Context: an optimization exercise on an open-source flow, tuned for small area, a short achievable clock period and few clock cycles per item. The choices shown serve that exercise and are no tape-out recipe. The RTL was checked by simulation tests, not by an equivalence proof against the original design.

## flow/design.v (module list and top-level ports; edited modules follow where they fit)
// module matrix_mac_engine: 163 lines
// module mm_dot_s0: 2026 lines
// module mm_dot_s1: 133 lines
// module mm_bpp: 3 lines
// module mm_ha: 4 lines
// module mm_fa: 4 lines
module matrix_mac_engine #(
  parameter int DATA_WIDTH = 32,
  parameter int MAX_DIM = 4,
  parameter int ACC_WIDTH = 2*DATA_WIDTH + $clog2(MAX_DIM)
) (
  input  logic clk,
  input  logic rst_n,
  input  logic in_valid,
  output logic in_ready,
  input  logic [$clog2(MAX_DIM+1)-1:0] cfg_dim,
  input  logic [MAX_DIM-1:0][MAX_DIM-1:0][DATA_WIDTH-1:0] matrix_A,
  input  logic [MAX_DIM-1:0][MAX_DIM-1:0][DATA_WIDTH-1:0] matrix_B,
  output logic [MAX_DIM-1:0][MAX_DIM-1:0][DATA_WIDTH-1:0] matrix_C,
  output logic out_valid,
  input  logic out_ready,
  output logic busy
);
  // ...
==> flow/run.sh <==
#!/bin/bash
# synth_recipe.tcl (not shown) runs the flow's synth.tcl, then flattens the netlist and writes it again
# the make line also repeats each setting of config.mk as NAME=value (left out here)
make -C /OpenROAD-flow-scripts/flow DESIGN_CONFIG=/design/flow/config.mk WORK_HOME=/design/flow/orfs CLKGATE_MAP_FILE= SYNTH_SCRIPT=/design/flow/synth_recipe.tcl finish
==> flow/config.mk <==
export PLATFORM = sky130hd
export DESIGN_NAME = matrix_mac_engine
export DESIGN_NICKNAME = matrix_mac_engine
export VERILOG_FILES = /design/flow/design.v
export SDC_FILE = /design/flow/constraint.sdc
export NUM_CORES = 4
export LEC_CHECK = 0
export CAP_MARGIN = 20
export CORE_MARGIN = 2
export CORE_UTILIZATION = 40
export SLEW_MARGIN = 20
export SYNTH_HIERARCHICAL = 1
export SYNTH_MINIMUM_KEEP_SIZE = 0
==> flow/constraint.sdc <==
create_clock -name core_clock -period 12.0 [get_ports {clk}]
set_input_delay 2.4000 -clock core_clock [delete_from_list [all_inputs] [get_ports {clk}]]
set_output_delay 2.4000 -clock core_clock [all_outputs]
set_load 0.01 [all_outputs]
==> results.ini, run 1 <==
[status]
status = finished clean

[finish]
largest_class = multi-input combinational cells
final_area_um2 = 320000
nets = 27200
fill_cells = 62500
final_common_cell = xnor2_1

[synth]
syn_avg_cell_area_um2 = 14.1
synth_top_family_by_area = adder cells
ys.flop_type = edfxtp_1
synthSimpleGateAreaFrac_pct = 4.29
synth_xor_area_share_pct = 14.8

[worst_setup_path]
cpMostUsedCell = fa_1
worst-path-buf-inv = 2
rrSetupSlack_ps = 6020
cp_max_fo = 60

[global_routing]
busiest_layer = met2
grt_pass1_vias = 215000
use_met2_pct = 58.0
grt_pass1_wl_mm = 1970
grt-ovfl-total = 0

[timing]
skew_ps = 107
max_freq_ghz = 0.167

[worst_hold_path]
min_to = p1_nm1[0]

[floorplan]
die-area_um2 = 704000
die_h_um = 839

[drt]
vias_per_cell = 6.72
top_layer = met5

[placed_design]
place_inst = 30800

Testbench counts, summed over its fixed seeds: cycles 1,330, items 384.
==> module matrix_mac_engine, before the edit <==
module matrix_mac_engine #(
  parameter int DATA_WIDTH = 32,
  parameter int MAX_DIM = 4,
  parameter int ACC_WIDTH = 2*DATA_WIDTH + $clog2(MAX_DIM)
) (
  input  logic clk,
  input  logic rst_n,
  input  logic in_valid,
  output logic in_ready,
  input  logic [$clog2(MAX_DIM+1)-1:0] cfg_dim,
  input  logic [MAX_DIM-1:0][MAX_DIM-1:0][DATA_WIDTH-1:0] matrix_A,
  input  logic [MAX_DIM-1:0][MAX_DIM-1:0][DATA_WIDTH-1:0] matrix_B,
  output logic [MAX_DIM-1:0][MAX_DIM-1:0][DATA_WIDTH-1:0] matrix_C,
  output logic out_valid,
  input  logic out_ready,
  output logic busy
);
  localparam int NQ = 167;
  logic [3:1][3:0][31:0] a_r;        
  logic [3:0][3:0][47:0] e_r;        
  logic [1:0] ab_nm1;                
  logic a_pend;                      
  logic [1:0] a_ptr;                 
  logic [3:0][31:0] p0_x;
  logic p0_v, p0_first, p0_last;
  logic [1:0] p0_row, p0_nm1;
  logic [3:0][NQ-1:0] p1_q;
  logic p1_v, p1_first, p1_last;
  logic [1:0] p1_row, p1_nm1;
  logic [1:0] in_nm1;
  always_comb begin
    case (cfg_dim)
      3'd1: in_nm1 = 2'd0;
      3'd2: in_nm1 = 2'd1;
      3'd3: in_nm1 = 2'd2;
      default: in_nm1 = 2'd3;
    endcase
  end
  logic [3:0][NQ-1:0] s1_q;
  logic [3:0][31:0] s2_z;
  for (genvar j = 0; j < 4; j++) begin : g_col
    mm_dot_s0 u_s0 (
      .x0(p0_x[0]), .x1(p0_x[1]), .x2(p0_x[2]), .x3(p0_x[3]),
      .e0(e_r[0][j]), .e1(e_r[1][j]), .e2(e_r[2][j]), .e3(e_r[3][j]),
      .q(s1_q[j])
    );
    mm_dot_s1 u_s1 (.q(p1_q[j]), .z(s2_z[j]));
  end
  logic stall, commit, p0_load;
  assign stall = p1_v & p1_first & out_valid & ~out_ready;
  assign commit = p1_v & ~stall;
  assign p0_load = ~(p0_v & stall);
  logic [3:0][31:0] p0_src;
  logic [1:0] p0_src_nm1;
  always_comb begin
    if (in_ready) begin
      p0_src = matrix_A[0];
      p0_src_nm1 = in_nm1;
    end else begin
      case (a_ptr)
        2'd1: p0_src = a_r[1];
        2'd2: p0_src = a_r[2];
        default: p0_src = a_r[3];
      endcase
      p0_src_nm1 = ab_nm1;
    end
  end
  logic [3:0][31:0] p0_src_m;
  assign p0_src_m[0] = p0_src[0];
  assign p0_src_m[1] = (p0_src_nm1 >= 2'd1) ? p0_src[1] : '0;
  assign p0_src_m[2] = (p0_src_nm1 >= 2'd2) ? p0_src[2] : '0;
  assign p0_src_m[3] = (p0_src_nm1 == 2'd3) ? p0_src[3] : '0;
  logic a_pend_n, p0_v_n, p0_first_n, p0_last_n, p1_v_n, p1_first_n, p1_last_n;
  logic ov_n, busy_n, in_ready_n;
  logic [1:0] a_ptr_n, p0_row_n, p0_nm1_n, p1_row_n, p1_nm1_n;
  always_comb begin
    if (stall) begin
      p1_v_n = p1_v; p1_first_n = p1_first; p1_last_n = p1_last;
      p1_row_n = p1_row; p1_nm1_n = p1_nm1;
    end else begin
      p1_v_n = p0_v; p1_first_n = p0_first; p1_last_n = p0_last;
      p1_row_n = p0_row; p1_nm1_n = p0_nm1;
    end
    a_pend_n = a_pend; a_ptr_n = a_ptr;
    p0_v_n = p0_v; p0_first_n = p0_first; p0_last_n = p0_last;
    p0_row_n = p0_row; p0_nm1_n = p0_nm1;
    if (p0_load) begin
      if (in_ready) begin
        p0_v_n = in_valid; p0_first_n = 1'b1; p0_last_n = (in_nm1 == 2'd0);
        p0_row_n = 2'd0; p0_nm1_n = in_nm1;
        a_pend_n = in_valid & (in_nm1 != 2'd0); a_ptr_n = 2'd1;
      end else if (a_pend) begin
        p0_v_n = 1'b1; p0_first_n = 1'b0; p0_last_n = (a_ptr == ab_nm1);
        p0_row_n = a_ptr; p0_nm1_n = ab_nm1;
        a_pend_n = (a_ptr != ab_nm1); a_ptr_n = a_ptr + 2'd1;
      end else begin
        p0_v_n = 1'b0;
      end
    end
    ov_n = out_valid & ~out_ready;
    if (commit & p1_last) ov_n = 1'b1;
    busy_n = a_pend_n | p0_v_n | p1_v_n | ov_n;
    in_ready_n = ~a_pend_n & (~p0_v_n | (p0_last_n & ~(ov_n & p1_v_n & p1_first_n)));
  end
  always_ff @(posedge clk) begin
    if (!rst_n) begin
      a_pend <= 1'b0;
      p0_v <= 1'b0;
      p1_v <= 1'b0;
      out_valid <= 1'b0;
      busy <= 1'b0;
      in_ready <= 1'b1;
    end else begin
      a_pend <= a_pend_n;
      p0_v <= p0_v_n;
      p1_v <= p1_v_n;
      out_valid <= ov_n;
      busy <= busy_n;
      in_ready <= in_ready_n;
    end
  end
  always_ff @(posedge clk) begin
    a_ptr <= a_ptr_n;
    p0_first <= p0_first_n;
    p0_last <= p0_last_n;
    p0_row <= p0_row_n;
    p0_nm1 <= p0_nm1_n;
    p1_first <= p1_first_n;
    p1_last <= p1_last_n;
    p1_row <= p1_row_n;
    p1_nm1 <= p1_nm1_n;
    if (in_ready) begin
      a_r <= matrix_A[3:1];
      ab_nm1 <= in_nm1;
      e_r <= e_in;
    end
    if (p0_load) p0_x <= p0_src_m;
    if (!stall) p1_q <= s1_q;
  end
  function automatic logic [47:0] booth_enc(input logic [31:0] y);
    logic [32:0] yy;
    logic [47:0] e;
    yy = {y, 1'b0};
    for (int i = 0; i < 16; i++) begin
      e[3*i] = yy[2*i+1] ^ yy[2*i];
      e[3*i+1] = (yy[2*i+2] & ~yy[2*i+1] & ~yy[2*i]) | (~yy[2*i+2] & yy[2*i+1] & yy[2*i]);
      e[3*i+2] = yy[2*i+2];
    end
    booth_enc = e;
  endfunction
  logic [3:0][3:0][47:0] e_in;
  for (genvar k = 0; k < 4; k++) begin : g_bk
    for (genvar j = 0; j < 4; j++) begin : g_bj
      assign e_in[k][j] = (2'(j) > in_nm1) ? '0 : booth_enc(matrix_B[k][j]);
    end
  end
  for (genvar r = 0; r < 4; r++) begin : g_c
    always_ff @(posedge clk) begin
      if (commit && p1_row == 2'(r)) matrix_C[r] <= s2_z;
      else if (commit && p1_first && 2'(r) > p1_nm1) matrix_C[r] <= '0;
    end
  end
endmodule
==> run 2, diff against run 1 <==
--- a/flow/design.v
+++ b/flow/design.v
@@ -26,2 +26,3 @@
   logic [1:0] p0_row, p0_nm1;
+  logic p0_pack;                     
   logic [3:0][NQ-1:0] p1_q;
@@ -29,2 +30,3 @@
   logic [1:0] p1_row, p1_nm1;
+  logic p1_pack;
   logic [1:0] in_nm1;
@@ -38,2 +40,4 @@
   end
+  logic in_pack;
+  assign in_pack = (in_nm1 == 2'd1);
   logic [3:0][NQ-1:0] s1_q;
@@ -56,4 +60,5 @@
     if (in_ready) begin
-      p0_src = matrix_A[0];
-      p0_src_nm1 = in_nm1;
+      p0_src = in_pack ? {matrix_A[1][1], matrix_A[1][0], matrix_A[0][1], matrix_A[0][0]}
+                       : matrix_A[0];
+      p0_src_nm1 = in_pack ? 2'd3 : in_nm1;
     end else begin
@@ -73,2 +78,3 @@
   logic a_pend_n, p0_v_n, p0_first_n, p0_last_n, p1_v_n, p1_first_n, p1_last_n;
+  logic p0_pack_n, p1_pack_n;
   logic ov_n, busy_n, in_ready_n;
@@ -78,6 +84,6 @@
       p1_v_n = p1_v; p1_first_n = p1_first; p1_last_n = p1_last;
-      p1_row_n = p1_row; p1_nm1_n = p1_nm1;
+      p1_row_n = p1_row; p1_nm1_n = p1_nm1; p1_pack_n = p1_pack;
     end else begin
       p1_v_n = p0_v; p1_first_n = p0_first; p1_last_n = p0_last;
-      p1_row_n = p0_row; p1_nm1_n = p0_nm1;
+      p1_row_n = p0_row; p1_nm1_n = p0_nm1; p1_pack_n = p0_pack;
     end
@@ -85,11 +91,11 @@
     p0_v_n = p0_v; p0_first_n = p0_first; p0_last_n = p0_last;
-    p0_row_n = p0_row; p0_nm1_n = p0_nm1;
+    p0_row_n = p0_row; p0_nm1_n = p0_nm1; p0_pack_n = p0_pack;
     if (p0_load) begin
       if (in_ready) begin
-        p0_v_n = in_valid; p0_first_n = 1'b1; p0_last_n = (in_nm1 == 2'd0);
-        p0_row_n = 2'd0; p0_nm1_n = in_nm1;
-        a_pend_n = in_valid & (in_nm1 != 2'd0); a_ptr_n = 2'd1;
+        p0_v_n = in_valid; p0_first_n = 1'b1; p0_last_n = (in_nm1 <= 2'd1);
+        p0_row_n = 2'd0; p0_nm1_n = in_nm1; p0_pack_n = in_pack;
+        a_pend_n = in_valid & (in_nm1 > 2'd1); a_ptr_n = 2'd1;
       end else if (a_pend) begin
         p0_v_n = 1'b1; p0_first_n = 1'b0; p0_last_n = (a_ptr == ab_nm1);
-        p0_row_n = a_ptr; p0_nm1_n = ab_nm1;
+        p0_row_n = a_ptr; p0_nm1_n = ab_nm1; p0_pack_n = 1'b0;
         a_pend_n = (a_ptr != ab_nm1); a_ptr_n = a_ptr + 2'd1;
@@ -127,2 +133,3 @@
     p0_nm1 <= p0_nm1_n;
+    p0_pack <= p0_pack_n;
     p1_first <= p1_first_n;
@@ -131,2 +138,3 @@
     p1_nm1 <= p1_nm1_n;
+    p1_pack <= p1_pack_n;
     if (in_ready) begin
@@ -153,6 +161,21 @@
     for (genvar j = 0; j < 4; j++) begin : g_bj
-      assign e_in[k][j] = (2'(j) > in_nm1) ? '0 : booth_enc(matrix_B[k][j]);
+      if (k >= 2 && j >= 2) begin : g_sh
+        assign e_in[k][j] = in_pack ? booth_enc(matrix_B[k-2][j-2])
+                          : (2'(j) > in_nm1) ? '0 : booth_enc(matrix_B[k][j]);
+      end else if (k >= 2) begin : g_z
+        assign e_in[k][j] = (in_pack || 2'(j) > in_nm1) ? '0 : booth_enc(matrix_B[k][j]);
+      end else begin : g_n
+        assign e_in[k][j] = (2'(j) > in_nm1) ? '0 : booth_enc(matrix_B[k][j]);
+      end
     end
   end
-  for (genvar r = 0; r < 4; r++) begin : g_c
+  logic [3:0][31:0] z_pk0, z_pk1;
+  assign z_pk0 = p1_pack ? {64'd0, s2_z[1], s2_z[0]} : s2_z;
+  assign z_pk1 = p1_pack ? {64'd0, s2_z[3], s2_z[2]} : s2_z;
+  always_ff @(posedge clk) begin
+    if (commit && p1_row == 2'd0) matrix_C[0] <= z_pk0;
+    if (commit && (p1_row == 2'd1 || p1_pack)) matrix_C[1] <= z_pk1;
+    else if (commit && p1_first && p1_nm1 == 2'd0) matrix_C[1] <= '0;
+  end
+  for (genvar r = 2; r < 4; r++) begin : g_c
     always_ff @(posedge clk) begin
==> flow/flow/run.sh (new file) <==
#!/bin/bash
# Own layout flow: the standard ORFS flow (standard.sh) with the standard synthesis,
# clock and constraints, changing only how the layout is sized and repaired:
#  - ports are buffered with sky130_fd_sc_hd__buf_4 cells instead of the default buffer;
#  - timing repair aims for a setup slack of SETUP_MARGIN ns instead of 0, so the resizer
#    keeps working the paths down towards a shorter period rather than stopping at 12 ns.
# make's full output is in flow_make.log here; ORFS's per-step logs are under orfs/logs.
set -euo pipefail
SETUP_MARGIN=7.5
bash standard.sh finish \
  "SETUP_SLACK_MARGIN=${SETUP_MARGIN}" \
  "BUFFER_PORTS_ARGS=-buffer_cell sky130_fd_sc_hd__buf_4" \
  "PRE_FLOORPLAN_TCL=$PWD/flow/downsize.tcl" \
  > flow_make.log 2>&1
==> flow/flow/downsize.tcl (new file) <==
set db [ord::get_db]
set block [ord::get_db_block]
set small [$db findMaster sky130_fd_sc_hd__a22oi_1]
set n 0
foreach inst [$block getInsts] {
  if { [[$inst getMaster] getName] eq "sky130_fd_sc_hd__a22oi_2" } {
    $inst swapMaster $small
    incr n
  }
}
puts "downsize.tcl: $n a22oi_2 -> a22oi_1"
==> flow/standard.sh (new file) <==
#!/bin/bash
# synth_recipe.tcl (not shown) runs the flow's synth.tcl, then flattens the netlist and writes it again
# the make line also repeats each setting of config.mk as NAME=value (left out here)
make -C /OpenROAD-flow-scripts/flow DESIGN_CONFIG=/design/flow/config.mk WORK_HOME=/design/flow/orfs CLKGATE_MAP_FILE= SYNTH_SCRIPT=/design/flow/synth_recipe.tcl "${@:-finish}"
--- a/flow/config.mk
+++ b/flow/config.mk
@@ -9,3 +9,4 @@
 export CORE_MARGIN = 2
-export CORE_UTILIZATION = 40
+export CORE_UTILIZATION = 60
+export PLACE_DENSITY = 0.68
 export SLEW_MARGIN = 20
removed: flow/run.sh
==> results.ini, run 2 <==
[floorplan]
io_pins = 1546  ; unchanged
start_util_pct = 60.2  ; was 40.2%
fp.dieW_um = 661  ; was 839 um
rows = 241  ; was 306
die_h_um = 661  ; was 839 um

[status]
stop_stage = 5_1_grt
status = stopped before the end  ; was finished clean
error_message = [ERROR GRT-0232] Routing congestion too high. Check the congestion heatmap in the GUI.

[placed_design]
hpwl_mm = 975  ; was 1050 mm
port_buffers = 1545  ; unchanged
place_area_um2 = 280000  ; was 309000 um2
place_congestion = 1.12  ; was 1.02

[clock_tree]
cts_made_buffers = 293  ; was 317
htreeDepth = 5  ; unchanged
cts.path.max_buffers = 4  ; unchanged
root_buffer = clkbuf_16  ; unchanged
holdBufCountCts = 0  ; unchanged

[global_routing]
grt_max_degree = 176

[synth]
syn_inst = 20200  ; was 19.7k
ys_warn_count = 7  ; unchanged

-- run 2: what timing repair did --
action	4_1_cts
gates cloned	68
gates resized for setup	778
buffers inserted	118
pin swaps	89
endpoints found under the hold margin	0
endpoints found under the setup margin	1132
-- run 2: worst max path at each step --
stage	start	end	cells past startpoint
floorplan	out_ready	p1_last	2
global placement	out_ready	matrix_C[418]	8
detailed placement	out_ready	matrix_C[418]	8
CTS	p1_q[607]	matrix_C[191]	13
-- run 2: per-stage QoR --
stage	util (%)	cells	TNS, ps	hold WS (ps)	worst slack, ps
global placement	65.0	27500	0	513	5950
detailed placement	65.0	27500	0	511	5880
floorplan	-	20400	-947950	400	-1230
CTS	68.9	28200	0	525	7310
Testbench counts of run 2, summed over its fixed seeds: cycles 1,266, items 384.

==> static timing again, ports no longer ideal <==
How much do the figures lean on ideal ports? The routed layout below was timed once more, with nothing changed but the port constraints. Step 1, drivers: a clkbuf_16 drives clk and a buf_2 each remaining input, both assumed. Step 2, shift: input delay + t, output delay - t, t = (earliest + latest rising clock arrival at the registers) / 2. This alone moves slack from input paths to output paths. a / b / c = ideal / step 1 / step 2; a / b = the first two.
run: run 1
t, ns: 1.260
setup WS [ns]: 6.023 / 6.023 / 6.023
worst hold slack (ns): 0.445 / 0.445 / 0.445
worst data-port slew with drivers (ns): 0.37
After both steps run 1 still meets setup and hold. The setup slack of run 1 moves by 0.000 ns with the drivers and by 0.000 ns with both steps.
